This is an optimization exercise on Yosys and OpenROAD, whose aim is small area, a short achievable clock period and few clock cycles per item, not a production implementation. At most, simulation tests tie the RTL to the original design; equivalence was not proved. Only the layout flow was run in runs 4 and 5; the RTL was not checked for function there. Power figures rest on the tool's default switching activity, not on a simulated workload.

==> flow/design.v <==
package rvIsaPkg;
    localparam int xlen     = 32;
    localparam int regAddrW = 5;
    localparam logic [6:0] opOp     = 7'b0110011;
    localparam logic [6:0] opOpImm  = 7'b0010011;
    localparam logic [6:0] opLui    = 7'b0110111;
    localparam logic [6:0] opBranch = 7'b1100011;
    localparam logic [2:0] f3AddSub = 3'b000;
    localparam logic [2:0] f3Slt    = 3'b010;
    localparam logic [2:0] f3Xor    = 3'b100;
    localparam logic [2:0] f3Or     = 3'b110;
    localparam logic [2:0] f3And    = 3'b111;
    localparam logic [2:0] f3Beq    = 3'b000;
    localparam logic [2:0] f3Bne    = 3'b001;
    localparam logic [6:0] f7Base = 7'b0000000;
    localparam logic [6:0] f7Sub  = 7'b0100000;
    typedef union packed {
        struct packed {
            logic [6:0] funct7;
            logic [4:0] rs2;
            logic [4:0] rs1;
            logic [2:0] funct3;
            logic [4:0] rd;
            logic [6:0] opcode;
        } r;
        struct packed {
            logic [11:0] imm12;
            logic [4:0]  rs1;
            logic [2:0]  funct3;
            logic [4:0]  rd;
            logic [6:0]  opcode;
        } i;
        struct packed {
            logic [19:0] imm20;
            logic [4:0]  rd;
            logic [6:0]  opcode;
        } u;
        struct packed {
            logic       imm12;
            logic [5:0] imm10to5;
            logic [4:0] rs2;
            logic [4:0] rs1;
            logic [2:0] funct3;
            logic [3:0] imm4to1;
            logic       imm11;
            logic [6:0] opcode;
        } b;
    } rvInstr;
endpackage
package coreCfgPkg;
    localparam int aluFuncW = 3;
    localparam logic [aluFuncW-1:0] aluAdd   = 3'd0;
    localparam logic [aluFuncW-1:0] aluSub   = 3'd1;
    localparam logic [aluFuncW-1:0] aluAnd   = 3'd2;
    localparam logic [aluFuncW-1:0] aluOr    = 3'd3;
    localparam logic [aluFuncW-1:0] aluXor   = 3'd4;
    localparam logic [aluFuncW-1:0] aluSlt   = 3'd5;
    localparam logic [aluFuncW-1:0] aluPassB = 3'd6;
    localparam logic fwdReg = 1'b0;
    localparam logic fwdWb  = 1'b1;
    localparam logic [31:0] resetPc = 32'h0000_0000;
endpackage
`timescale 1ns/1ps
module registerFile (
    input  logic        cpuClk,
    input  logic        rstN,
    input  logic [4:0]  rs,
    input  logic [4:0]  wrAddr,
    input  logic        wrEn,
    input  logic [31:0] wrData,
    output logic [31:0] rdData
);
    logic [31:0] regs  [1:31];
    logic [31:1] valid;
    logic [31:1] wSel;
    logic [31:1] sel;
    always_comb begin
        for (int k = 1; k < 32; k++) begin
            wSel[k] = wrEn && (wrAddr == 5'(k));
            sel[k]  = valid[k] && (rs == 5'(k));
        end
    end
    always_ff @(posedge cpuClk or negedge rstN) begin
        if (!rstN) valid <= '0;
        else       valid <= valid | wSel;
    end
    always_ff @(posedge cpuClk) begin
        for (int k = 1; k < 32; k++)
            if (wSel[k]) regs[k] <= wrData;
    end
    always_comb begin
        rdData = '0;
        for (int k = 1; k < 32; k++)
            rdData = rdData | ({32{sel[k]}} & regs[k]);
    end
endmodule
`timescale 1ns/1ps
module rv32Core (
    input  logic        cpuClk,
    input  logic        rstN,
    output logic        wbCyc,
    output logic        wbStb,
    output logic [31:0] wbAdr,
    input  logic [31:0] wbDatI,
    input  logic        wbAck,
    output logic        retireValid,
    output logic [31:0] retirePc,
    output logic [4:0]  retireRd,
    output logic [31:0] retireData
);
    logic        reqOn;
    logic [31:1] adr;
    logic        discard;
    logic        taken;
    logic [31:1] target;
    logic [31:1] archPc;
    logic        vE;
    logic [4:0]  rdE;
    logic [31:0] res;
    assign wbCyc = reqOn;
    assign wbStb = reqOn;
    assign wbAdr = {adr, 1'b0};
    logic        capture;
    logic        predIn;
    logic        redir;
    logic [31:1] newPc;
    logic [11:0] offIn;
    logic [12:0] lowSum;
    logic [31:13] adrDec;
    logic [31:1] targetIn;
    assign capture = reqOn && wbAck && !discard && !redir;
    assign predIn  = (wbDatI[6:0] == 7'b1100011) && (wbDatI[14:13] == 2'b00) && wbDatI[31];
    assign offIn   = {wbDatI[31], wbDatI[7], wbDatI[30:25], wbDatI[11:8]};
    assign lowSum  = {1'b0, adr[12:1]} + {1'b0, offIn};
    assign adrDec  = adr[31:13] - 19'd1;
    assign targetIn = {lowSum[12] ? adr[31:13] : adrDec, lowSum[11:0]};
    always_ff @(posedge cpuClk or negedge rstN) begin
        if (!rstN) begin
            reqOn   <= 1'b0;
            adr     <= '0;
            discard <= 1'b0;
        end else begin
            reqOn <= 1'b1;
            if (reqOn && wbAck) begin
                discard <= 1'b0;
                if (redir)        adr <= newPc;
                else if (discard) adr <= archPc;
                else if (predIn)  adr <= targetIn;
                else              adr <= adr + 31'd2;
            end else if (reqOn && redir) begin
                discard <= 1'b1;
            end
        end
    end
    logic [31:0] ir;
    logic        vD;
    always_ff @(posedge cpuClk) ir <= wbDatI;
    always_ff @(posedge cpuClk or negedge rstN) begin
        if (!rstN) vD <= 1'b0;
        else       vD <= capture;
    end
    logic [6:0] opc;
    logic [2:0] f3;
    logic [6:0] f7;
    logic       isOp, isImm, isLui, isBr, opOrImm, f7Ok, isSub;
    logic       dAdd, dSlt, dXor, dOr, dAnd, dWr;
    logic [31:0] immD, opAD, opBD;
    logic [31:0] opA, opB;
    assign opc = ir[6:0];
    assign f3  = ir[14:12];
    assign f7  = ir[31:25];
    assign isOp    = (opc == 7'b0110011);
    assign isImm   = (opc == 7'b0010011);
    assign isLui   = (opc == 7'b0110111);
    assign isBr    = (opc == 7'b1100011) && (f3[2:1] == 2'b00);
    assign isSub   = isOp && (f7 == 7'b0100000) && (f3 == 3'b000);
    assign f7Ok    = isImm || (f7 == 7'b0000000) || isSub;
    assign opOrImm = (isOp || isImm) && f7Ok;
    assign dAdd = isLui || (opOrImm && f3 == 3'b000);
    assign dSlt = opOrImm && f3 == 3'b010;
    assign dXor = opOrImm && f3 == 3'b100;
    assign dOr  = opOrImm && f3 == 3'b110;
    assign dAnd = opOrImm && f3 == 3'b111;
    assign dWr  = dAdd || dSlt || dXor || dOr || dAnd;
    assign immD = isLui ? {ir[31:12], 12'b0} : {{20{ir[31]}}, ir[31:20]};
    logic [31:0] rdPort;
    logic        fixA, fixB;
    registerFile i_registerFile (
        .cpuClk(cpuClk), .rstN(rstN),
        .rs(vD ? ir[24:20] : wbDatI[19:15]),
        .wrAddr(retireRd), .wrEn(retireValid), .wrData(retireData),
        .rdData(rdPort)
    );
    assign fixA = (retireRd != 5'd0) && (retireRd == ir[19:15]);
    assign fixB = (retireRd != 5'd0) && (retireRd == ir[24:20]);
    assign opAD = isLui ? 32'd0 : (fixA ? retireData : opA);
    assign opBD = ((isImm || isLui) ? immD : (fixB ? retireData : rdPort)) ^ {32{isSub || dSlt}};
    logic        cin, sAdd, sSlt, sXor, sOr, sAnd, brE, bneE;
    logic [12:1] immE;
    always_ff @(posedge cpuClk or negedge rstN) begin
        if (!rstN) vE <= 1'b0;
        else       vE <= vD && !redir;
    end
    always_ff @(posedge cpuClk) begin
        opA  <= vD ? opAD : rdPort;
        opB  <= opBD;
        cin  <= isSub || dSlt;
        sAdd <= dAdd;
        sSlt <= dSlt;
        sXor <= dXor;
        sOr  <= dOr;
        sAnd <= dAnd;
        brE  <= isBr;
        bneE <= f3[0];
        rdE  <= dWr ? ir[11:7] : 5'd0;
        immE <= {ir[31], ir[7], ir[30:25], ir[11:8]};
    end
    logic [31:0] sum;
    logic        slt;
    logic [32:0] sumC;
    assign sumC = {opA, 1'b1} + {opB, cin};
    assign sum  = sumC[32:1];
    assign slt = (opA[31] == opB[31]) ? opA[31] : sum[31];
    assign res = ({32{sAdd}} & sum) | ({32{sXor}} & (opA ^ opB)) |
                 ({32{sOr}} & (opA | opB)) | ({32{sAnd}} & (opA & opB)) |
                 {31'd0, sSlt & slt};
    assign taken  = vE && brE && ((opA == opB) != bneE);
    assign target = archPc + {{19{immE[12]}}, immE};
    assign newPc  = taken ? target : archPc + 31'd2;
    assign redir  = vE && brE && (taken != immE[12]);
    always_ff @(posedge cpuClk or negedge rstN) begin
        if (!rstN) begin
            archPc      <= '0;
            retireValid <= 1'b0;
            retireRd    <= 5'd0;
        end else begin
            retireValid <= vE;
            if (vE) begin
                archPc   <= newPc;
                retireRd <= rdE;
            end
        end
    end
    always_ff @(posedge cpuClk) begin
        retirePc <= {archPc, 1'b0};
        if (vE) retireData <= res;
    end
endmodule
==> flow/run.sh <==
#!/bin/bash
# synth_recipe.tcl (not shown) runs the flow's synth.tcl, then flattens the netlist and writes it again
# the make line also repeats each setting of config.mk as NAME=value (left out here)
make -C /OpenROAD-flow-scripts/flow DESIGN_CONFIG=/design/flow/config.mk WORK_HOME=/design/flow/orfs CLKGATE_MAP_FILE= SYNTH_SCRIPT=/design/flow/synth_recipe.tcl finish
==> flow/config.mk <==
export PLATFORM = sky130hd
export DESIGN_NAME = rv32Core
export DESIGN_NICKNAME = rv32Core
export VERILOG_FILES = /design/flow/design.v
export SDC_FILE = /design/flow/constraint.sdc
export NUM_CORES = 4
export LEC_CHECK = 0
export CAP_MARGIN = 20
export CORE_MARGIN = 2
export CORE_UTILIZATION = 40
export PLACE_DENSITY = 0.6
export SETUP_SLACK_MARGIN = 4
export SLEW_MARGIN = 20
==> flow/constraint.sdc <==
create_clock -name core_clock -period 8.0 [get_ports {cpuClk}]
set_input_delay 1.6000 -clock core_clock [delete_from_list [all_inputs] [get_ports {cpuClk}]]
set_output_delay 1.6000 -clock core_clock [all_outputs]
set_load 0.01 [all_outputs]
==> impl_metrics.csv, run 1 <==
group,metric,value,unit
cts,clockBufferDepth,3,
detailed_routing,wl_per_cell,33.8,µm
synth,syn-cell-area,53300,µm²
power,ir_worst_vdd,0.000193,V
placed_design,pre_cts_ws,2.26,ns
critical_path,rr_startpoint,"opA[14]",
global_routing,gr-total-overflow,0,
finish,fin_area,62700,µm²
finish,instances_no_fill,5867,
die,rows,133,
critical_path,worst-path-buf-inv,1,
placed_design,io_buffers,136,
finish,area_growth,17.6,%
critical_path,critPathLaunch,"wbDatI[15]",
sta,fin_setup_tns,0,ns
cts,cts_tree,"done",
critical_path,rrSetupSlack,4.02,ns
sta,worst_slew_pin_slew,1.01,ns
critical_path,crit_fanout,12,
cts,cts_num_sinks,1279,
sta,hold_slack,0.344,ns
status,outcome,"complete, no violations",
die,die_x,369,µm
critical_path,critPathCaptureType,"flop",
critical_path,worstPathArrival,4.70,ns
sta,slew_headroom,32.3,%
detailed_routing,vias,37119,
finish,layout.nets,4144,
sta,finalCritPeriodShare,50.6,%
synth,synth_area_leaders,"edfxtp_1 59%, dfrtp_1 4.8%, dfxtp_1 4.5%",
power,p_per_area,236,nW/µm²
hold_path,min_from,"ir[10]",
cts,clock_latency,0.80,ns
global_routing,grt_pass1_wl,273,mm
sta,finalHoldViolations,0,
critical_path,crit_path_cell_trace,"dlygate4sd2_1 -> or3b_1 -> a21oi_4 -> and3_2 -> a22o_1 -> a221oi_1 -> nand4_1 -> nor3_2 -> mux2i_1 -> a22o_1 -> xnor2_1",
hold_path,hold_path_class,"flop to flop",
synth,ys_warn_count,3,
cts,clockRootBuffer,"clkbuf_16",
cts,numCtsBuffers,135,
critical_path,cp-start-kind,"input pin",
detailed_routing,dr.pass1.iters,8,
sta,rsz0062_at_grt,"true",
global_routing,first_global_vias,34685,
placed_design,numPlacedInstances,5522,
sta,max_freq,0.247,GHz
synth,synth_top_area_cell,"edfxtp_1",
global_routing,grt.total_usage,28.6,%
finish,multiInputGateArea,15700,µm²
synth,avgSynthCellArea,14.2,µm²
die,io_pins,139,
die,die_area,136000,µm²
power,leakage,21.6,nW
synth,async_flop_share,8.05,%
critical_path,cp_slowest_cell,"and3_2",
synth,ys_seq_elements,1279,
sta,setup_ws,3.95,ns
critical_path,required,8.65,ns
global_routing,grt_max_degree,64,
placed_design,gp_congestion,0.931,
critical_path,critical-path-top-delay-family,"simple AND/OR/NAND/NOR gates",
cts,clk_pin_slew,0.06,ns
detailed_routing,routed_via_density,6.33,
finish,drive_gt1_share,15.6,%
run,maxCapViolCount,0,
sta,slew_viol_final,0,
synth,synth_top_cell_area_share,59.5,%
finish,layout.area.seq,36700,µm²
sta,fin_skew,0.0602,ns
die,initial_utilization,40.4,%
synth,synth_edf_count,1056,
placed_design,placed_area,56800,µm²
finish,fillers,11332,
critical_path,cpPeakStageDelay,0.54,ns
die,design.core.area,132000,µm²
critical_path,critPathMostFrequentCell,"a22o_1",
synth,ys.flop_type,"edfxtp_1",
synth,yosysSeqAreaShare,68.8,%
global_routing,antenna_found_initial,10,
placed_design,dpl.hpwl,106,mm
detailed_routing,drt_wl_total,199,mm
synth,syn_inst,3743,
critical_path,path_class,"input pin to flop",
detailed_routing,drc_errors,0,
cts,htree_levels,4,
detailed_routing,antenna_left,0,
sta,finalSetupViolCount,0,
sta,finalCriticalPeriod,4.05,ns
synth,yosysUniqueCellTypes,86,
die,dieHeight,369,µm
detailed_routing,drtIter0Drc,5754,
## cells in the mapped netlist, drive strengths merged, types with 14 or more instances
library cell and count:
nand2 165, and2 16, a21o 25, inv 132
edfxtp 1056, buf 130, ha 110, a211oi 19
nand2b 15, a222oi 32, nand3 109, nor3 54
xor2 42, nor2 170, xnor2 99, dfxtp 120
a221o 26, and3 47, o21ai 154, mux2i 41
dfrtp 103, a22oi 212, o211ai 15, mux2 33
nor4 21, a21oi 158, nand4 71, o21bai 14
or2 39, a221oi 127, a22o 122, clkbuf 100
## final timing paths
kind / to / depth (start not counted)
min reg2reg: immE[3] / 0
max reg2reg: adr[31] / 14
max: opB[10] / 11
min: immE[3] / 0
min in group asynchronous: archPc[24] / 1
max in group asynchronous: vD / 2
## cells by family (layout without fill, tap and decap cells)
logic type | Yosys count | in the layout | synth area share, %
flops | 1279 | 1279 | 68.8
compound gates | 995 | 996 | 13.9
simple gates | 775 | 786 | 7.47
buf+inv | 364 | 715 | 3.30
mux | 74 | 74 | 1.50
xor+xnor | 141 | 141 | 2.32
other cells | 2 | 8 | 0.0141
fa+ha+maj | 113 | 113 | 2.69
## per-layer routing
metal | track usage (%) | share of wire, % | vias to the layer above
li1 | - | - | 15219
met1 | 37.0 | 37 | 18715
met2 | 43.5 | 45 | 2653
met3 | 8.97 | 13 | 522
met4 | 13.8 | 5.5 | 10
met5 | 0 | 0.050 | -
## state kept, by name, summed over array words and instances, names as in the netlist, 32 cells and up
signal and count:
ir 32, opB 32, i_registerFile.regs 992, opA 32
retireData 32
## cell usage in the layout (no fill, tap or decap), types with 22 or more instances in the layout
cell	Yosys	final
nor2_4	0	32
nor3_1	40	36
o21ai_0	138	135
ha_1	110	110
a221oi_1	103	99
and3_4	0	28
mux2_2	32	32
a221o_1	26	26
a21oi_1	153	150
buf_12	1	22
dfxtp_1	120	118
or2_2	37	37
a22oi_1	212	212
clkinv_1	2	24
clkbuf_16	0	137
nand4_1	71	71
mux2i_1	40	39
nand3_1	109	108
a22o_1	122	122
clkbuf_1	99	31
a21o_1	25	24
edfxtp_1	1056	1056
clkinv_2	0	22
nor2_1	170	134
inv_1	132	130
dfrtp_1	103	100
xor2_1	42	42
clkdlybuf4s50_1	0	130
buf_4	15	160
a222oi_1	32	32
nand2_1	165	164
xnor2_1	99	98
a221oi_2	24	28
## what timing repair did
item	4_1_cts	5_1_grt
gates cloned	11	1
setup buffers	60	20
gates resized for setup	98	22
endpoints found under the hold margin	0	0
setup endpoints to repair	131	62
pin swaps	40	15
hold buffers	0	0
## where the power goes
group / leakage (nW) / internal, mW / total, mW / switching (mW)
combinational: 7.48 / 0.438 / 0.995 / 0.556
clock: 2.16 / 3.63 / 6.35 / 2.73
sequential: 12.0 / 7.28 / 7.48 / 0.195
total: 21.6 / 11.3 / 14.8 / 3.48
## final cells by class
cell class | instances | area share (%)
Sequential cell | 1279 | 58.5
Multi-Input combinational cell | 2113 | 25.0
Clock buffer | 174 | 5.78
Timing Repair Buffer | 333 | 5.09
Tap cell | 1755 | 3.50
Clock inverter | 74 | 1.29
Inverter | 134 | 0.802
Antenna cell | 5 | 0.0200
## metrics by stage
stage	utilization [%]	total power, mW
detailed placement	43.1	8.54
floorplan	-	8.14
global placement	43.1	8.53
global route	47.6	15.2
CTS	47.3	14.8
finish	47.6	14.8
Testbench counts, summed over its fixed seeds: cycles 146,972, instructions 72,000.
==> inputs of run 2 (changes only) <==
--- a/flow/config.mk
+++ b/flow/config.mk
@@ -11,3 +11,3 @@
 export PLACE_DENSITY = 0.6
-export SETUP_SLACK_MARGIN = 4
+export SETUP_SLACK_MARGIN = 5
 export SLEW_MARGIN = 20
==> impl_metrics.csv, run 2 <==
group,metric,value,unit
synth,yosysSeqAreaShare,68.8,%
power,pwr-share-seq,48.9,%
cts,clockBufferDepth,3,
synth,synth-simple-area-share,7.47,%
synth,syn-cell-area,53300,µm²
cts,clock_latency,0.78,ns
die,die_area,136000,µm²
synth,synth_area_leaders,"edfxtp_1 59%, dfrtp_1 4.8%, dfxtp_1 4.5%",
finish,area_growth,30.5,%
synth,async_flop_share,8.05,%
sta,fin_skew,0.0356,ns
hold_path,hold_depth,0,
global_routing,first_global_vias,37308,
finish,multiInputGateArea,17900,µm²
power,ir_worst_vdd,0.000172,V
sta,finalCriticalPeriod,3.79,ns
run,maxCapViolCount,0,
sta,worst_slew_pin_slew,1.04,ns
critical_path,rr_worst_depth,10,
synth,synth_adder_area_share,2.69,%
status,outcome,"complete, no violations",
power,power_frac_comb,9.4,%
finish,fin_util,52.8,%
finish,instances_no_fill,6230,
cts,cts_tree,"done",
detailed_routing,drc_errors,0,
detailed_routing,wl_per_cell,35.5,µm
synth,ys.flop_type,"edfxtp_1",
power,intPower,11.6,mW
power,power.switching,3.66,mW
die,design.core.area,132000,µm²
detailed_routing,dr.pass1.iters,8,
power,leakage,24.9,nW
sta,fin_setup_tns,0,ns
finish,layout.nets,4510,
hold_path,hold_path_class,"flop to flop",
critical_path,path_class,"input pin to flop",
die,die_x,369,µm
sta,finalHoldViolations,0,
synth,yosys.area_share.xor_xnor,2.32,%
power,p_per_area,219,nW/µm²
finish,layout_common_cells,"1056 x edfxtp_1, 358 x buf_4, 192 x a22oi_1, 156 x nand2_1, 147 x clkbuf_16",
critical_path,cp_slowest_cell,"a222oi_1",
finish,final_common_cell,"edfxtp_1",
cts,clockRootBuffer,"clkbuf_16",
critical_path,critPathCaptureType,"flop",
sta,max_freq,0.264,GHz
power,total_power,15.2,mW
critical_path,cp-start-kind,"input pin",
synth,synth_top_family_by_area,"compound AO/OA/AOI/OAI gates",
cts,numCtsBuffers,137,
detailed_routing,drt_wl_total,221,mm
finish,drive_gt1_share,32.8,%
die,initial_utilization,40.4,%
synth,avgSynthCellArea,14.2,µm²
critical_path,crit_cells,11,
placed_design,gp_congestion,0.889,
placed_design,placed_area,57500,µm²
global_routing,grt.total_usage,31.5,%
detailed_routing,antenna_left,0,
placed_design,io_buffers,136,
cts,htree_levels,4,
synth,synthMuxAreaShare,1.50,%
critical_path,crit_fanout,6,
sta,finalSetupViolCount,0,
synth,synth_top_area_cell,"edfxtp_1",
finish,largest-register,"i_registerFile.regs",
power,switching_share,24.0,%
critical_path,critical-path-top-delay-family,"compound AO/OA/AOI/OAI gates",
detailed_routing,vias,40165,
placed_design,dpl.hpwl,108,mm
critical_path,required,8.64,ns
synth,yosys-top-cells-count,"1056 x edfxtp_1, 212 x a22oi_1, 170 x nor2_1, 165 x nand2_1, 153 x a21oi_1",
synth,synth_compound_area_share,13.9,%
critical_path,cpPeakStageDelay,0.66,ns
global_routing,antenna_found_initial,7,
placed_design,numPlacedInstances,5523,
die,dieHeight,369,µm
finish,largest_reg_flops,992,
sta,slew_headroom,30.4,%
synth,synth_top_cell_area_share,59.5,%
power,p_clk_share,41.7,%
sta,slew_viol_final,0,
synth,ys_warn_count,3,
finish,layout.area.seq,36800,µm²
synth,syn_inst,3743,
synth,yosysUniqueCellTypes,86,
sta,rsz0062_at_grt,"true",
cts,clk_pin_slew,0.06,ns
critical_path,worst-path-buf-inv,2,
synth,synth_most_common_cell,"edfxtp_1",
critical_path,crit_path_cell_trace,"buf_8 -> mux2i_4 -> buf_4 -> a21oi_4 -> and3_4 -> a222oi_1 -> nand4_1 -> nor3_2 -> mux2i_1 -> a221o_1 -> xnor2_1",
cts,hold_buffers,0,
global_routing,grt_pass1_wl,298,mm
synth,ys_seq_elements,1279,
detailed_routing,drtIter0Drc,6462,
die,io_pins,139,
finish,fillers,10637,
die,rows,133,
global_routing,gr-total-overflow,0,
synth,synth_edf_count,1056,
critical_path,worstPathArrival,4.42,ns
cts,cts_num_sinks,1279,
finish,fin_area,69500,µm²
sta,finalCritPeriodShare,47.3,%
detailed_routing,routed_via_density,6.45,
global_routing,grt_max_degree,65,
-- run 2: cell counts after synthesis --
Identical to the previous run, type by type.
-- run 2: layer usage --
metal  part of all wire, %  vias to the layer above  global-route usage (%)
li1                      -                    15974                       -
met1                    36                    20046                    40.8
met2                    43                     3404                    47.1
met3                    13                      733                    8.14
met4                   8.0                        8                    20.0
met5                 0.025                        -                       0
-- run 2: per-stage QoR --
stage               worst slack (ns)  hold WS (ns)
finish                          4.21         0.342
global route                    4.27         0.362
CTS                             4.32         0.345
detailed placement              2.64         0.336
global placement                2.65         0.330
floorplan                       4.23         0.323
-- run 2: timing repair --
action,CTS,global route
endpoints found under the setup margin,261,154
gates resized for setup,996,187
cloned,44,5
buffers inserted,322,84
pin swaps,174,152
-- run 2: area by class of cell --
class | instances | area share (%)
sequential | 1279 | 52.9
multi-input combinational | 2111 | 25.8
timing repair buffer | 699 | 11.1
clock buffer | 174 | 5.39
tap | 1755 | 3.16
clock inverter | 73 | 0.972
inverter | 134 | 0.738
antenna | 5 | 0.0180
-- run 2: power by group through the flow --
stage	Sequential (mW)	Clock, mW	Combinational [mW]
floorplan	7.57	0	0.604
global placement	7.62	0	0.949
detailed placement	7.62	0	0.963
CTS	7.45	6.37	1.28
global route	7.46	6.63	1.52
finish	7.45	6.36	1.43
-- run 2: cells by family (layout without fill, tap and decap cells) --
kind of cell / after synthesis / count (layout)
fa+ha+maj: 113 / 113
other cells: 2 / 8
compound gates: 995 / 997
buf+inv: 364 / 1080
mux: 74 / 74
flops: 1279 / 1279
xor+xnor: 141 / 141
simple gates: 775 / 783
-- run 2: final timing paths --
check / startpoint / end / slack (ns)
min in group asynchronous: rstN / archPc[25] / 0.90
hold / removal: ir[10] / immE[3] / 0.34
hold reg to reg: ir[10] / immE[3] / 0.34
max in group asynchronous: rstN / vE / 5.78
setup / recovery: wbDatI[19] / opB[29] / 4.21
setup reg to reg: vD / opB[29] / 4.33
==> inputs of run 3 (changes only) <==
--- a/flow/config.mk
+++ b/flow/config.mk
@@ -11,3 +11,2 @@
 export PLACE_DENSITY = 0.6
-export SETUP_SLACK_MARGIN = 5
 export SLEW_MARGIN = 20
==> impl_metrics.csv, run 3 <==
group,metric,value,unit
status,outcome,"complete, no violations",
die,initial_utilization,40.4,%
critical_path,required,8.65,ns
synth,avgSynthCellArea,14.2,µm²
detailed_routing,antenna_left,0,
synth,synth_top_cell_area_share,59.5,%
critical_path,worstPathArrival,6.01,ns
run,maxCapViolCount,0,
detailed_routing,drtIter0Drc,5627,
synth,ys_seq_elements,1279,
detailed_routing,routed_via_density,6.22,
sta,slew_viol_final,0,
synth,ys.flop_type,"edfxtp_1",
critical_path,critPathMostFrequentCell,"xnor2_1",
cts,clock_latency,0.79,ns
die,die_area,136000,µm²
critical_path,crit_end,"adr[31]",
critical_path,crit_fanout,34,
finish,fin_area,61300,µm²
global_routing,gr-total-overflow,0,
detailed_routing,drt_wl_total,187,mm
synth,synth_edf_count,1056,
synth,syn-cell-area,53300,µm²
global_routing,grt_pass1_wl,261,mm
cts,cts_tree,"done",
sta,max_freq,0.186,GHz
global_routing,grt.total_usage,27.1,%
placed_design,pre_cts_ws,2.26,ns
die,die_x,369,µm
synth,ys_warn_count,3,
synth,synth_most_common_cell,"edfxtp_1",
critical_path,worst-path-buf-inv,2,
critical_path,critical-path-top-delay-family,"simple AND/OR/NAND/NOR gates",
power,ir_worst_vdd,0.000191,V
placed_design,numPlacedInstances,5522,
critical_path,rrSetupSlack,2.64,ns
finish,final_common_cell,"edfxtp_1",
sta,finalCritPeriodShare,67.0,%
sta,finalSetupViolCount,0,
synth,synth_area_leaders,"edfxtp_1 59%, dfrtp_1 4.8%, dfxtp_1 4.5%",
finish,largest-register,"i_registerFile.regs",
cts,hold_buffers,0,
sta,slew_headroom,24.2,%
cts,clockRootBuffer,"clkbuf_16",
critical_path,rr_startpoint,"opA[14]",
die,design.core.area,132000,µm²
die,dieHeight,369,µm
detailed_routing,wl_per_cell,32.4,µm
cts,htree_levels,4,
power,p_per_area,241,nW/µm²
sta,finalCriticalPeriod,5.36,ns
power,leakage,21.0,nW
placed_design,io_buffers,136,
cts,clockBufferDepth,3,
finish,layout.nets,4053,
critical_path,cp_slowest_cell,"nor4_1",
detailed_routing,dr.pass1.iters,8,
sta,finalHoldViolations,0,
finish,largest_reg_flops,992,
global_routing,first_global_vias,34019,
critical_path,path_class,"flop to flop",
cts,clk_pin_slew,0.06,ns
synth,yosysSeqAreaShare,68.8,%
finish,area_growth,15.0,%
sta,fin_skew,0.0570,ns
critical_path,critPathLaunch,"opA[14]",
finish,antennaDiodeCount,0,
sta,rsz0062_at_grt,"false",
critical_path,r2r_end,"adr[31]",
synth,syn_inst,3743,
placed_design,dpl.hpwl,106,mm
placed_design,placed_area,56800,µm²
cts,numCtsBuffers,135,
die,rows,133,
detailed_routing,vias,35879,
die,io_pins,139,
critical_path,cpPeakStageDelay,0.88,ns
sta,worst_slew_pin_slew,1.14,ns
synth,synth_top_area_cell,"edfxtp_1",
synth,yosys-top-cells-count,"1056 x edfxtp_1, 212 x a22oi_1, 170 x nor2_1, 165 x nand2_1, 153 x a21oi_1",
critical_path,critPathCaptureType,"flop",
detailed_routing,drc_errors,0,
finish,instances_no_fill,5771,
synth,async_flop_share,8.05,%
cts,cts_resized,0,
cts,post_cts_buffers,0,
sta,fin_setup_tns,0,ns
critical_path,rr_worst_depth,13,
finish,layout_common_cells,"1056 x edfxtp_1, 212 x a22oi_1, 165 x nand2_1, 153 x a21oi_1, 138 x o21ai_0",
synth,yosysUniqueCellTypes,86,
global_routing,antenna_found_initial,2,
cts,cts_num_sinks,1279,
critical_path,crit_path_cell_trace,"inv_1 -> ha_1 -> nor4_1 -> nand4_1 -> nor2_1 -> xnor2_1 -> xnor2_1 -> or2_1 -> buf_4 -> a21o_1 -> o31ai_1 -> a221oi_1 -> o21ai_1",
global_routing,grt_max_degree,64,
finish,drive_gt1_share,12.8,%
placed_design,gp_congestion,0.931,
hold_path,hold_path_class,"flop to flop",
sta,setup_ws,2.64,ns
finish,fin_util,46.5,%
critical_path,crit_cells,13,
critical_path,cp-start-kind,"flop",
run 3: cell counts after synthesis:
No cell type changed its count.
run 3: cell families after synthesis:
logic type | after synthesis | synth area share [%]
AOI/OAI and AO/OA | 995 | 13.9
xor gates and xnor gates | 141 | 2.32
adders and majority gates | 113 | 2.69
buffers and inverters | 364 | 3.30
DFF | 1279 | 68.8
muxes | 74 | 1.50
other | 2 | 0.0141
and+or+nand+nor | 775 | 7.47
run 3: metrics by stage:
stage / hold slack, ns / power, mW
6_report: 0.343 / 14.8
5_1_grt: 0.358 / 15.2
4_1_cts: 0.343 / 14.8
3_5_place_dp: 0.330 / 8.54
3_3_place_gp: 0.331 / 8.53
2_1_floorplan: 0.323 / 8.14
run 3: how the worst min path moves through the flow:
stage / start / to / slack [ns] / cells after the start
global route: ir[7] / immE[11] / 0.36 / 0
detailed placement: ir[10] / immE[3] / 0.33 / 0
floorplan: ir[7] / immE[11] / 0.32 / 0
global placement: ir[7] / immE[11] / 0.33 / 0
CTS: ir[7] / immE[11] / 0.34 / 0
finish: ir[10] / immE[3] / 0.34 / 0
run 3: layout make-up:
type / count / area [µm²]
clock buffer: 174 / 3630
fill: 11479 / 70500
multi-input combinational: 2101 / 15200
tap: 1755 / 2200
clock inverter: 74 / 806
timing repair buffer: 254 / 2280
inverter: 134 / 503
sequential: 1279 / 36700
run 3: per-layer routing:
metal / vias to the layer above / track usage, % / routed length (µm)
li1: 15002 / - / -
met1: 18096 / 36.1 / 70700
met2: 2357 / 42.3 / 85500
met3: 424 / 6.54 / 22100
met4: 0 / 11.7 / 8970
met5: - / 0 / 0
run 3: power breakdown:
group | internal, mW | total [mW] | switching (mW)
sequential | 7.28 | 7.48 | 0.195
clock | 3.63 | 6.35 | 2.73
combinational | 0.418 | 0.940 | 0.522
total | 11.3 | 14.8 | 3.44
==> inputs of run 4 (changes only) <==
--- a/flow/design.v
+++ b/flow/design.v
@@ -66,3 +66,5 @@
     input  logic        rstN,
-    input  logic [4:0]  rs,
+    input  logic [4:0]  rsA,
+    input  logic [4:0]  rsB,
+    input  logic        useB,
     input  logic [4:0]  wrAddr,
@@ -79,3 +81,3 @@
             wSel[k] = wrEn && (wrAddr == 5'(k));
-            sel[k]  = valid[k] && (rs == 5'(k));
+            sel[k]  = valid[k] && (useB ? (rsB == 5'(k)) : (rsA == 5'(k)));
         end
@@ -126,2 +128,3 @@
     logic [31:1] newPc;
+    logic [31:1] redirPc;
     logic [11:0] offIn;
@@ -145,3 +148,3 @@
                 discard <= 1'b0;
-                if (redir)        adr <= newPc;
+                if (redir)        adr <= redirPc;
                 else if (discard) adr <= archPc;
@@ -189,3 +192,3 @@
         .cpuClk(cpuClk), .rstN(rstN),
-        .rs(vD ? ir[24:20] : wbDatI[19:15]),
+        .rsA(wbDatI[19:15]), .rsB(ir[24:20]), .useB(vD),
         .wrAddr(retireRd), .wrEn(retireValid), .wrData(retireData),
@@ -230,2 +233,3 @@
     assign redir  = vE && brE && (taken != immE[12]);
+    assign redirPc = immE[12] ? archPc + 31'd2 : target;
     always_ff @(posedge cpuClk or negedge rstN) begin
--- a/flow/config.mk
+++ b/flow/config.mk
@@ -11,2 +11,4 @@
 export PLACE_DENSITY = 0.6
+export SETUP_SLACK_MARGIN = 5
 export SLEW_MARGIN = 20
+export TNS_END_PERCENT = 10
==> impl_metrics.csv, run 4 <==
group,metric,value,unit
global_routing,grt_pass1_wl,284,mm
sta,finalCritPeriodShare,44.8,%
synth,ys_warn_count,3,
synth,async_flop_share,8.05,%
synth,synth_edf_count,1056,
cts,clockRootBuffer,"clkbuf_16",
detailed_routing,routed_via_density,6.38,
detailed_routing,dr.pass1.iters,6,
sta,max_freq,0.279,GHz
finish,antennaDiodeCount,0,
synth,synth_compound_area_share,14.3,%
detailed_routing,vias,39158,
power,ir_worst_vdd,0.000227,V
synth,synth_area_leaders,"edfxtp_1 59%, dfrtp_1 4.8%, dfxtp_1 4.5%",
die,design.core.area,133000,µm²
global_routing,gr-total-overflow,0,
synth,synth_top_area_cell,"edfxtp_1",
detailed_routing,drt_wl_total,208,mm
synth,synth_top_cell_area_share,59.4,%
critical_path,critPathMostFrequentCell,"buf_6",
synth,synthMuxAreaShare,1.08,%
finish,largest_reg_flops,992,
sta,finalSetupViolCount,0,
power,p_per_area,218,nW/µm²
synth,ys.flop_type,"edfxtp_1",
critical_path,critPathCaptureType,"flop",
finish,multiInputGateArea,17400,µm²
synth,yosysUniqueCellTypes,89,
cts,cts_num_sinks,1279,
synth,syn-cell-area,53400,µm²
sta,slew_headroom,31.5,%
synth,syn_inst,3820,
global_routing,antenna_found_initial,8,
critical_path,crit_path_cell_trace,"buf_8 -> mux2i_4 -> buf_6 -> buf_6 -> a21oi_4 -> and3_4 -> buf_12 -> a22oi_1 -> nand4_1 -> nor3_4 -> mux2i_1 -> a221oi_2 -> xnor2_1",
finish,layout_common_cells,"1056 x edfxtp_1, 264 x buf_4, 215 x a22oi_1, 171 x nand2_1, 145 x clkbuf_16",
detailed_routing,drtIter0Drc,5924,
synth,avgSynthCellArea,14.0,µm²
finish,layout.area.seq,36800,µm²
placed_design,pre_cts_ws,2.33,ns
critical_path,worst-path-buf-inv,4,
synth,yosysSeqAreaShare,68.7,%
synth,ys_seq_elements,1279,
global_routing,grt_max_degree,67,
sta,finalHoldViolations,0,
die,die_x,369,µm
finish,final_common_cell,"edfxtp_1",
critical_path,path_class,"input pin to flop",
detailed_routing,wl_per_cell,33.8,µm
die,io_pins,139,
finish,area_growth,26.2,%
sta,rsz0062_at_grt,"true",
detailed_routing,drc_errors,0,
synth,yosys.area_share.xor_xnor,2.34,%
finish,drive_gt1_share,24.7,%
die,rows,134,
synth,synth_top_family_by_area,"compound AO/OA/AOI/OAI gates",
critical_path,cp-start-kind,"input pin",
synth,synth_adder_area_share,2.69,%
status,outcome,"complete, no violations",
critical_path,rrSetupSlack,4.52,ns
global_routing,grt.total_usage,29.6,%
die,dieHeight,369,µm
detailed_routing,antenna_left,0,
sta,finalCriticalPeriod,3.59,ns
sta,worst_slew_pin_slew,1.03,ns
cts,clock_latency,0.81,ns
placed_design,gp_congestion,0.876,
finish,largest-register,"i_registerFile.regs",
synth,synth-simple-area-share,7.73,%
finish,fillers,10968,
synth,synth_most_common_cell,"edfxtp_1",
cts,numCtsBuffers,136,
global_routing,first_global_vias,36166,
hold_path,hold_path_class,"flop to flop",
placed_design,io_buffers,136,
finish,fin_util,50.7,%
critical_path,critical-path-top-delay-family,"simple AND/OR/NAND/NOR gates",
cts,htree_levels,4,
cts,clockBufferDepth,3,
critical_path,cp_slowest_cell,"nor3_4",
critical_path,required,8.68,ns
die,die_area,136000,µm²
cts,clk_pin_slew,0.06,ns
sta,slew_viol_final,0,
die,initial_utilization,40.2,%
cts,cts_tree,"done",
sta,fin_skew,0.0453,ns
sta,setup_ws,4.41,ns
run,maxCapViolCount,0,
placed_design,dpl.hpwl,109,mm
finish,layout.nets,4422,
power,leakage,23.9,nW
synth,yosys-top-cells-count,"1056 x edfxtp_1, 227 x a22oi_1, 175 x nand2_1, 161 x a21oi_1, 158 x o21ai_0",
critical_path,worstPathArrival,4.26,ns
critical_path,crit_fanout,7,
sta,fin_setup_tns,0,ns
critical_path,cpPeakStageDelay,0.49,ns
run 4: kinds of logic (layout without fill, tap and decap cells):
family                     after synthesis  after routing
muxes                                   55             55
other                                    2              3
DFF                                   1279           1279
adders and majority gates              113            113
buffers and inverters                  379            923
AOI/OAI and AO/OA                     1053           1053
and+or+nand+nor                        798            807
xor gates and xnor gates               141            141
run 4: layout make-up:
cell class / count / area share, %
Sequential cell: 1279 / 54.5
Multi-Input combinational cell: 2172 / 25.9
Timing Repair Buffer: 552 / 9.16
Clock buffer: 177 / 5.52
Tap cell: 1768 / 3.28
Clock inverter: 61 / 0.884
Inverter: 133 / 0.752
run 4: where the power goes:
part	internal [mW]	switching (mW)	total (mW)	leakage (nW)
sequential	7.27	0.132	7.40	11.9
combinational	0.487	0.608	1.10	9.83
clock	3.50	2.70	6.20	2.11
run 4: path summary, 6_finish.rpt:
path	start	to	cells past startpoint
worst max-delay path	wbDatI[19]	opB[14]	13
worst min-delay path	ir[11]	immE[4]	0
worst max register to register	vD	opB[29]	12
worst min register to register	ir[11]	immE[4]	0
max in group asynchronous	rstN	vD	2
min in group asynchronous	rstN	retireRd[2]	1
run 4: what timing repair did:
action | CTS | global route
setup buffers | 189 | 68
pin swaps | 129 | 125
endpoints found under the setup margin | 243 | 282
resized for setup | 510 | 232
hold buffers | 0 | 0
cloned | 28 | 7
run 4: per-layer routing:
layer  global-route usage (%)  share of wire, %  vias to the layer above
li1                         -                 -                    15909
met1                     39.0                36                    19744
met2                     45.8                45                     2910
met3                     7.27                13                      585
met4                     14.5               5.9                       10
met5                        0             0.042                        -
run 4: stage by stage:
| step | area [µm²] | hold WS [ns] | cells | power [mW] |
|---|---|---|---|---|
| finish | 67400 | 0.358 | 6142 | 14.7 |
| global route | 67400 | 0.362 | 6142 | 15.1 |
| CTS | 65800 | 0.356 | 6067 | 14.6 |
| detailed placement | 57200 | 0.333 | 5612 | 8.37 |
| global placement | 57200 | 0.344 | 5609 | 8.36 |
| floorplan | 53500 | 0.323 | 3821 | 8.02 |
==> inputs of run 5 (changes only) <==
--- a/flow/config.mk
+++ b/flow/config.mk
@@ -13,2 +13,2 @@
 export SLEW_MARGIN = 20
-export TNS_END_PERCENT = 10
+export TNS_END_PERCENT = 0
==> impl_metrics.csv, run 5 <==
group,metric,value,unit
critical_path,path_class,"input pin to flop",
synth,synth_area_leaders,"edfxtp_1 59%, dfrtp_1 4.8%, dfxtp_1 4.5%",
finish,fin_area,64900,µm²
detailed_routing,dr.pass1.iters,6,
sta,finalSetupViolCount,0,
placed_design,pre_cts_ws,2.25,ns
finish,layout.area.seq,36700,µm²
synth,ys_warn_count,3,
synth,synth_top_cell_area_share,59.4,%
cts,numCtsBuffers,136,
detailed_routing,drc_errors,0,
critical_path,rrSetupSlack,4.41,ns
critical_path,required,8.62,ns
detailed_routing,wl_per_cell,33.2,µm
cts,cts_num_sinks,1279,
finish,largest_reg_flops,992,
run,maxCapViolCount,0,
hold_path,min_from,"ir[11]",
die,io_pins,139,
die,dieHeight,369,µm
synth,ys.flop_type,"edfxtp_1",
synth,syn-cell-area,53400,µm²
die,design.core.area,133000,µm²
critical_path,critPathCaptureType,"flop",
hold_path,hold_path_class,"flop to flop",
placed_design,placed_area,57200,µm²
die,die_area,136000,µm²
die,die_x,369,µm
global_routing,antenna_found_initial,10,
finish,layout.nets,4288,
finish,drive_gt1_share,18.3,%
synth,avgSynthCellArea,14.0,µm²
sta,slew_viol_final,0,
cts,cts_tree,"done",
detailed_routing,routed_via_density,6.32,
synth,ys_seq_elements,1279,
critical_path,rr_startpoint,"ir[23]",
sta,worst_slew_pin_slew,0.988,ns
sta,finalCritPeriodShare,45.7,%
critical_path,r2r_end,"opB[26]",
sta,finalHoldViolations,0,
cts,htree_levels,4,
sta,fin_setup_tns,0,ns
synth,syn_inst,3820,
global_routing,grt_max_degree,74,
synth,yosysUniqueCellTypes,89,
critical_path,rr_worst_depth,9,
cts,hold_buffers,0,
finish,multiInputGateArea,16500,µm²
die,rows,134,
placed_design,dpl.hpwl,108,mm
detailed_routing,vias,38068,
power,ir_worst_vdd,0.000208,V
finish,fillers,11195,
synth,async_flop_share,8.05,%
status,outcome,"complete, no violations",
die,initial_utilization,40.2,%
cts,clockBufferDepth,3,
sta,max_freq,0.274,GHz
detailed_routing,drtIter0Drc,5869,
global_routing,grt_pass1_wl,278,mm
detailed_routing,drt_wl_total,200,mm
global_routing,grt.total_usage,28.9,%
cts,clockRootBuffer,"clkbuf_16",
synth,yosysSeqAreaShare,68.7,%
critical_path,worstPathArrival,4.27,ns
cts,clock_latency,0.77,ns
critical_path,crit_fanout,16,
sta,slew_headroom,34.1,%
finish,layout_common_cells,"1056 x edfxtp_1, 224 x a22oi_1, 181 x buf_4, 173 x nand2_1, 156 x o21ai_0",
placed_design,gp_congestion,0.875,
global_routing,first_global_vias,35362,
hold_path,hold_end,"immE[4]",
power,p_per_area,224,nW/µm²
sta,setup_ws,4.34,ns
synth,synth_edf_count,1056,
finish,largest-register,"i_registerFile.regs",
detailed_routing,antenna_left,0,
global_routing,gr-total-overflow,0,
sta,rsz0062_at_grt,"true",
synth,synth_top_area_cell,"edfxtp_1",
critical_path,cp-start-kind,"input pin",
finish,area_growth,21.5,%
synth,yosys-top-cells-count,"1056 x edfxtp_1, 227 x a22oi_1, 175 x nand2_1, 161 x a21oi_1, 158 x o21ai_0",
placed_design,io_buffers,136,
cts,clk_pin_slew,0.06,ns
sta,finalCriticalPeriod,3.66,ns
power,leakage,22.8,nW
sta,fin_skew,0.0276,ns
hold_path,hold_depth,0,
finish,final_common_cell,"edfxtp_1",
synth,synth_most_common_cell,"edfxtp_1",
run 5: per-layer routing:
metal | track usage, % | vias up | wire length (µm)
met1 | 38.1 | 19051 | 73500
met5 | 0 | - | 14
met4 | 14.4 | 2 | 11900
li1 | - | 15664 | -
met2 | 44.6 | 2828 | 89500
met3 | 7.00 | 523 | 25200
run 5: worst max-delay path by stage:
stage                    start       to  slack, ns  cells after the start
finish              wbDatI[19]  opB[26]       4.34                     12
global route        wbDatI[19]  opB[29]       4.35                     13
CTS                 wbDatI[19]  opB[16]       4.51                     13
detailed placement  wbDatI[17]   opB[9]       2.25                     11
global placement    wbDatI[17]   opB[9]       2.22                     11
floorplan            wbDatI[8]  adr[31]       4.27                     14
run 5: cell families (layout without fill, tap and decap cells):
group | after synthesis | in the layout | synth area share (%)
multiplexers | 55 | 55 | 1.08
XOR/XNOR | 141 | 141 | 2.34
adder cells (fa/ha/maj) | 113 | 113 | 2.69
other | 2 | 5 | 0.0141
flip-flops | 1279 | 1279 | 68.7
AND/OR/NAND/NOR | 798 | 806 | 7.73
AO/OA/AOI/OAI | 1053 | 1053 | 14.3
buffers and inverters | 379 | 800 | 3.15
run 5: stage by stage:
step | cells | hold slack, ns | util (%) | power, mW
final | 6020 | 0.351 | 48.8 | 14.5
after global routing | 6019 | 0.364 | 48.8 | 14.9
after detailed placement | 5609 | 0.338 | 43.0 | 8.37
after CTS | 6013 | 0.352 | 48.7 | 14.5
after floorplan | 3821 | 0.323 | - | 8.02
after global placement | 5608 | 0.338 | 43.0 | 8.36
run 5: what timing repair did:
action / in CTS / in global routing
buffers inserted: 133 / 4
gates cloned: 23 / 1
pin swaps: 94 / 23
endpoints found under the setup margin: 244 / 248
resized for setup: 376 / 29
run 5: final cells by class:
cell class | count | share of cell area (%)
inverters | 133 | 0.777
diodes | 2 | 0.00771
repair buffers | 419 | 7.12
flip-flops and latches | 1279 | 56.6
multi-input cells | 2171 | 25.5
clock inverters | 60 | 0.783
clock buffers | 188 | 5.87
well taps | 1768 | 3.41
run 5: report_power, final:
part           internal, mW  leakage, nW  switching (mW)
logic                 0.409         8.72           0.538
registers              7.26         12.0           0.143
clock network          3.54         2.08            2.64
run 5: worst max-delay path: stages:
cell and delay [ns]:
buf_8 0.10, mux2i_4 0.27, buf_6 0.16, a21oi_4 0.04, and3_4 0.24, buf_6 0.21
a222oi_1 0.51, nand3_1 0.22, nor3_4 0.38, mux2i_2 0.15, a221oi_2 0.28, xnor2_1 0.09

-- static timing again, ports no longer ideal --
The results above use ideal ports. As a check the final layouts listed here were re-extracted and re-timed, cells and wires unchanged.
Step 1 (the two cells are an assumption about what drives the block):
set clk [get_ports {cpuClk}]
set_driving_cell -lib_cell sky130_fd_sc_hd__clkbuf_16 $clk
set_driving_cell -lib_cell sky130_fd_sc_hd__buf_2 [delete_from_list [all_inputs] $clk]
Step 2 times the ports against the registers' clock, not the clock port: input delays grow and output delays shrink by t, the midpoint of the rising clock arrivals with the driver on.
Slacks: ideal / step 1 / step 2; pairs: ideal / step 1.
run | shift t [ns] | setup WS [ns] | clock arrival spread, ns | worst slew at a driven data input, ns
run 1 | 0.839 | 3.951 / 3.942 / 3.104 | 0.061 / 0.061 | 0.10
run 2 | 0.841 | 4.214 / 4.194 / 3.353 | 0.036 / 0.036 | 0.15
run 3 | 0.841 | 2.638 / 2.638 / 2.154 | 0.058 / 0.057 | 0.10
run 4 | 0.859 | 4.414 / 4.417 / 3.559 | 0.046 / 0.047 | 0.10
run 5 | 0.825 | 4.345 / 4.357 / 3.532 | 0.034 / 0.034 | 0.09
After both steps setup and hold are still met in every run listed. The setup slack of run 2, which loses most, moves by -0.020 ns with the drivers and by -0.861 ns with both steps.
